This is an optimization exercise on Yosys and OpenROAD, whose aim is small area and a short achievable clock period, not a production implementation. In this exercise RTL edits were held to simulation tests only and were not proved equivalent to the original. The clock port is modelled as an ideal driver, which makes a skipped or thinned clock tree look cheaper than it is; a real chip needs a root buffer or a tree. Power is estimated from default activity; no workload was simulated.

## old
==> module rowWindow, before the edit <==
module rowWindow #(
    parameter int INV_FROM = 16 + 1
) (
    input  logic            iCLK,
    input  logic            iPixel_valid,
    input  videoPkg::pixelT iPixel,
    output logic [2*16+2:1][12-1:0] oTap
);
    localparam int DEPTH = 2 * 16 + 2;
    logic [DEPTH:1][12-1:0] chain;
    always_ff @(posedge iCLK) begin
        if (iPixel_valid) begin
            chain[1] <= iPixel;
            for (int k = 2; k <= DEPTH; k++) begin
                chain[k] <= (k == INV_FROM) ? ~chain[k-1] : chain[k-1];
            end
        end
    end
    assign oTap = chain;
endmodule
==> module sobelKernel, before the edit <==
module sobelKernel (
    input  logic            iCLK,
    input  logic            iRST,
    input  logic            iValid,
    input  logic            iWindowFull,
    input  logic            iVerticalP,
    input  logic            iVerticalM,
    input  videoPkg::pixelT iP0,
    input  videoPkg::pixelT iP1,
    input  videoPkg::pixelT iP2,
    input  videoPkg::pixelT iP16,
    input  videoPkg::pixelT iN18,
    input  videoPkg::pixelT iN32,
    input  videoPkg::pixelT iN33,
    input  videoPkg::pixelT iN34,
    output videoPkg::pixelT oEdge,
    output logic            oValid
);
    localparam int PW = 12;
    localparam int GW = 12 + 3;
    videoPkg::pixelT cPlus, nMinus;
    videoPkg::pixelT tPos, tNeg;
    logic [GW-1:0] op [6];
    logic [GW-1:0] s1a, c1a, s1b, c1b, s2, c2, s3, c3;
    logic [GW-1:0] w0, w1, w2;
    logic signed [GW-1:0] g;
    logic                 v1, v2;
    logic                 f1, f2;
    logic signed [GW-1:0] mag;
    videoPkg::pixelT      satVal;
    always_ff @(posedge iCLK or negedge iRST) begin
        if (!iRST) begin
            v1 <= 1'b0;
            v2 <= 1'b0;
        end else begin
            v1 <= iValid;
            v2 <= v1;
        end
    end
    always_ff @(posedge iCLK) begin
        oValid <= v2;
    end
    assign cPlus  = iVerticalP ? iP16 : iP1;
    assign nMinus = iVerticalM ? iN18 : iN33;
    assign tPos = iN32 ^ {PW{iVerticalP}};
    assign tNeg = iP2 ^ {PW{iVerticalM}};
    assign op[0] = {1'b1, 2'b00, iP0};
    assign op[1] = GW'(iN34);
    assign op[2] = GW'(tPos);
    assign op[3] = GW'(tNeg);
    assign op[4] = GW'({cPlus, 1'b0});
    assign op[5] = GW'({nMinus, 1'b0});
    assign s1a = op[0] ^ op[1] ^ op[2];
    assign c1a = ((op[0] & op[1]) | (op[0] & op[2]) | (op[1] & op[2])) << 1 | GW'(1);
    assign s1b = op[3] ^ op[4] ^ op[5];
    assign c1b = ((op[3] & op[4]) | (op[3] & op[5]) | (op[4] & op[5])) << 1 | GW'(1);
    assign s2  = s1a ^ c1a ^ s1b;
    assign c2  = ((s1a & c1a) | (s1a & s1b) | (c1a & s1b)) << 1 | GW'(1);
    assign s3  = w0 ^ w1 ^ w2;
    assign c3  = ((w0 & w1) | (w0 & w2) | (w1 & w2)) << 1 | GW'(1);
    assign mag    = g[GW-1] ? -g : g;
    assign satVal = (mag > GW'(4095)) ? '1 : videoPkg::pixelT'(mag);
    always_ff @(posedge iCLK) begin
        w0    <= s2;
        w1    <= c2;
        w2    <= c1b;
        f1    <= iWindowFull;
        g     <= s3 + c3;
        f2    <= f1;
        oEdge <= f2 ? satVal : '0;
    end
endmodule
==> module edgeDetector, before the edit <==
module edgeDetector (
    input  logic            iCLK,
    input  logic            iRST,
    input  videoPkg::pixelT iPixel,
    input  logic            iValid,
    input  videoPkg::coordT iX,
    input  videoPkg::coordT iY,
    input  logic            iVertical,
    output videoPkg::pixelT oEdge,
    output logic            oValid
);
    localparam int W = 16;
    videoPkg::pixelT pix;
    logic            pixValid;
    logic            colFar;
    logic            rowFar;
    logic            vertical;
    logic            verticalA;
    logic [2*W+2:1][12-1:0] tap;
    pixelIntake uIntake (
        .iCLK        (iCLK),
        .iRST        (iRST),
        .iPixel      (iPixel),
        .iValid      (iValid),
        .iX          (iX),
        .iY          (iY),
        .oPixel      (pix),
        .oValid      (pixValid),
        .oColFar     (colFar),
        .oRowFar     (rowFar)
    );
    always_ff @(posedge iCLK) begin
        vertical <= iVertical;
        if (iValid) begin
            verticalA <= iVertical;
        end
    end
    rowWindow uHist (
        .iCLK         (iCLK),
        .iPixel_valid (pixValid),
        .iPixel       (pix),
        .oTap         (tap)
    );
    sobelKernel uKernel (
        .iCLK        (iCLK),
        .iRST        (iRST),
        .iValid      (pixValid),
        .iWindowFull (colFar & rowFar),
        .iVerticalP  (vertical),
        .iVerticalM  (verticalA),
        .iP0         (pix),
        .iP1         (tap[1]),
        .iP2         (tap[2]),
        .iP16        (tap[W]),
        .iN18        (tap[W+2]),
        .iN32        (tap[2*W]),
        .iN33        (tap[2*W+1]),
        .iN34        (tap[2*W+2]),
        .oEdge       (oEdge),
        .oValid      (oValid)
    );
endmodule
==> flow/config.mk <==
export PLATFORM = sky130hd
export DESIGN_NAME = edgeDetector
export DESIGN_NICKNAME = edgeDetector
export VERILOG_FILES = /design/flow/design.v
export SDC_FILE = /design/flow/constraint.sdc
export NUM_CORES = 4
export LEC_CHECK = 0
export CAP_MARGIN = 20
export CORE_MARGIN = 2
export CORE_UTILIZATION = 60
export SLEW_MARGIN = 20
==> flow/constraint.sdc <==
create_clock -name core_clock -period 9.0 [get_ports {iCLK}]
set_input_delay 1.8000 -clock core_clock [delete_from_list [all_inputs] [get_ports {iCLK}]]
set_output_delay 1.8000 -clock core_clock [all_outputs]
set_load 0.01 [all_outputs]
standard.sh (not shown) runs the stock make flow with config.mk's settings and CLKGATE_MAP_FILE= SYNTH_SCRIPT=/design/flow/synth_recipe.tcl, a recipe that flattens the netlist after the stock synthesis.
==> flow/flow/run.sh <==
#!/bin/bash
# standard layout up to CTS; the clock tree is then rebuilt as two levels of
# inverters (flow/clock_tree.tcl); then the standard layout runs on to the end.
set -e
export BUFFER_PORTS_ARGS="-buffer_cell sky130_fd_sc_hd__buf_2"
export SETUP_SLACK_MARGIN=6.65
export CTS_ARGS="-sink_clustering_enable -repair_clock_nets -sink_clustering_size 32 -sink_clustering_max_diameter 120 -dont_use_dummy_load"
bash standard.sh cts > standard_cts.log 2>&1
RES=$PWD/orfs/results/$FLOW_PLATFORM/edgeDetector/base
CTS_ODB=$RES/4_1_cts.odb CLOCK_PORT=iCLK CLOCK_ROOTS=4 \
  CLOCK_ROOT_CELL=sky130_fd_sc_hd__inv_16 CLOCK_LEAF_CELL=sky130_fd_sc_hd__inv_12 \
  openroad -no_init -exit flow/clock_tree.tcl > clock_tree.log 2>&1
rm -f $RES/4_cts.odb
bash standard.sh > standard.log 2>&1
Other scripts of this flow, unchanged in this note and not shown: flow/flow/clock_tree.tcl
Setup changes, old to new
-- flow/design.v --
<<< old, line 42
`default_nettype wire
`default_nettype none
module rowWindow #(
    parameter int INV_FROM = 16 + 1
) (
    input  logic            iCLK,
    input  logic            iPixel_valid,
>>> new, line 42
`default_nettype wire
`default_nettype none
module rowWindow (
    input  logic            iCLK,
    input  logic            iPixel_valid,
<<< old, line 56
            chain[1] <= iPixel;
            for (int k = 2; k <= DEPTH; k++) begin
                chain[k] <= (k == INV_FROM) ? ~chain[k-1] : chain[k-1];
            end
        end
>>> new, line 54
            chain[1] <= iPixel;
            for (int k = 2; k <= DEPTH; k++) begin
                chain[k] <= chain[k-1];
            end
        end
<<< old, line 71
    input  logic            iVerticalP,
    input  logic            iVerticalM,
    input  videoPkg::pixelT iP0,
    input  videoPkg::pixelT iP1,
    input  videoPkg::pixelT iP2,
    input  videoPkg::pixelT iP16,
    input  videoPkg::pixelT iN18,
    input  videoPkg::pixelT iN32,
    input  videoPkg::pixelT iN33,
    input  videoPkg::pixelT iN34,
    output videoPkg::pixelT oEdge,
    output logic            oValid
>>> new, line 69
    input  logic            iVerticalP,
    input  logic            iVerticalM,
    input  logic            iHorizontalP,
    input  logic            iHorizontalM,
    input  videoPkg::pixelT iP0,
    input  videoPkg::pixelT iP1,
    input  videoPkg::pixelT iP2,
    input  videoPkg::pixelT iP16,
    input  videoPkg::pixelT iP18,
    input  videoPkg::pixelT iP32,
    input  videoPkg::pixelT iP33,
    input  videoPkg::pixelT iP34,
    output videoPkg::pixelT oEdge,
    output logic            oValid
<<< old, line 84
    localparam int PW = 12;
    localparam int GW = 12 + 3;
    videoPkg::pixelT cPlus, nMinus;
    videoPkg::pixelT tPos, tNeg;
    logic [GW-1:0] op [6];
    logic [GW-1:0] s1a, c1a, s1b, c1b, s2, c2, s3, c3;
>>> new, line 84
    localparam int PW = 12;
    localparam int GW = 12 + 3;
    videoPkg::pixelT cPlus, cMinus;
    videoPkg::pixelT tPos, tNeg;
    videoPkg::pixelT nP34;
    logic [GW-1:0] op [6];
    logic [GW-1:0] s1a, c1a, s1b, c1b, s2, c2, s3, c3;
<<< old, line 107
    end
    assign cPlus  = iVerticalP ? iP16 : iP1;
    assign nMinus = iVerticalM ? iN18 : iN33;
    assign tPos = iN32 ^ {PW{iVerticalP}};
    assign tNeg = iP2 ^ {PW{iVerticalM}};
    assign op[0] = {1'b1, 2'b00, iP0};
    assign op[1] = GW'(iN34);
    assign op[2] = GW'(tPos);
    assign op[3] = GW'(tNeg);
    assign op[4] = GW'({cPlus, 1'b0});
    assign op[5] = GW'({nMinus, 1'b0});
    assign s1a = op[0] ^ op[1] ^ op[2];
    assign c1a = ((op[0] & op[1]) | (op[0] & op[2]) | (op[1] & op[2])) << 1 | GW'(1);
>>> new, line 108
    end
    assign cPlus  = iVerticalP ? iP16 : iP1;
    assign cMinus = iVerticalM ? iP18 : iP33;
    assign tPos = iP32 ^ {PW{iHorizontalP}};
    assign tNeg = ~iP2 ^ {PW{iHorizontalM}};
    assign op[0] = {1'b1, 2'b00, iP0};
    assign nP34  = ~iP34;
    assign op[1] = GW'(nP34);
    assign op[2] = GW'(tPos);
    assign op[3] = GW'(tNeg);
    assign op[4] = GW'({cPlus, 1'b0});
    assign op[5] = GW'({~cMinus, 1'b0});
    assign s1a = op[0] ^ op[1] ^ op[2];
    assign c1a = ((op[0] & op[1]) | (op[0] & op[2]) | (op[1] & op[2])) << 1 | GW'(1);
<<< old, line 155
    logic            rowFar;
    logic            vertical;
    logic            verticalA;
    logic [2*W+2:1][12-1:0] tap;
    pixelIntake uIntake (
>>> new, line 157
    logic            rowFar;
    logic            vertical;
    logic            horizontal;
    logic            verticalA;
    logic            horizontalA;
    logic [2*W+2:1][12-1:0] tap;
    pixelIntake uIntake (
<<< old, line 170
    );
    always_ff @(posedge iCLK) begin
        vertical <= iVertical;
        if (iValid) begin
            verticalA <= iVertical;
        end
    end
>>> new, line 174
    );
    always_ff @(posedge iCLK) begin
        vertical   <= iVertical;
        horizontal <= ~iVertical;
        if (iValid) begin
            verticalA   <= iVertical;
            horizontalA <= ~iVertical;
        end
    end
<<< old, line 186
        .iValid      (pixValid),
        .iWindowFull (colFar & rowFar),
        .iVerticalP  (vertical),
        .iVerticalM  (verticalA),
        .iP0         (pix),
        .iP1         (tap[1]),
        .iP2         (tap[2]),
        .iP16        (tap[W]),
        .iN18        (tap[W+2]),
        .iN32        (tap[2*W]),
        .iN33        (tap[2*W+1]),
        .iN34        (tap[2*W+2]),
        .oEdge       (oEdge),
        .oValid      (oValid)
>>> new, line 192
        .iValid      (pixValid),
        .iWindowFull (colFar & rowFar),
        .iVerticalP   (vertical),
        .iVerticalM   (verticalA),
        .iHorizontalP (horizontal),
        .iHorizontalM (horizontalA),
        .iP0         (pix),
        .iP1         (tap[1]),
        .iP2         (tap[2]),
        .iP16        (tap[W]),
        .iP18        (tap[W+2]),
        .iP32        (tap[2*W]),
        .iP33        (tap[2*W+1]),
        .iP34        (tap[2*W+2]),
        .oEdge       (oEdge),
        .oValid      (oValid)
- On adder-cell share of the synthesized area, new and old are neck and neck.
- Summary of new over old: half-perimeter wire length of the detailed placement result now sits higher; wire length now sits higher.
- new vs. old: fraction of the mapped netlist area in simple logic gates saw a decrease; achievable frequency saw little to no change; die area saw an increase.
- Comparing new and old, the higher layout overhead on the synthesized area was measured on new.
- Measured against each other, new and old differ in setup slack, the higher figure coming from old.
- Compared with old, in new count of nets after finishing has increased; via count picked up an extra 0.97%; post-synthesis instance area went up by 0.46%; combinational share of power fell by 0.2 points; sequential share of the synthesized area closely matched the old numbers.
- Compared with old, new shows time the final worst path needs with I/O delays and setup higher by 0.0031 ns.
No run of this note takes its clock network from TritonCTS; it comes from the design's own scripts or RTL.

-- re-timing with driven ports --
In the flow no input, the clock included, has a driving cell. The finished layouts below were timed again as built, in two steps.
Step 1, drivers: a clkbuf_16 drives iCLK and a buf_2 each remaining input, both assumed.
Step 2 times the ports against the registers' clock, not the clock port: input delays grow and output delays shrink by t, the midpoint of the rising clock arrivals with the driver on.
a / b / c = no drivers / after step 1 / after step 2; a / b = the first two.
| run | t (ns) | setup WS [ns] | hold slack, ns | latest minus earliest clock arrival (ns) | worst slew at a driven data input, ns |
|---|---|---|---|---|---|
| old | 0.354 | 6.584 / 6.378 / 6.530 | 0.307 / 0.308 / 0.308 | 0.058 / 0.061 | 0.04 |
| new | 0.361 | 6.581 / 6.374 / 6.547 | 0.352 / 0.352 / 0.352 | 0.038 / 0.041 | 0.03 |
After both steps setup and hold are still met in every run listed. For old, which loses most, drivers alone change the setup slack by -0.206 ns; drivers and shift together by -0.054 ns.
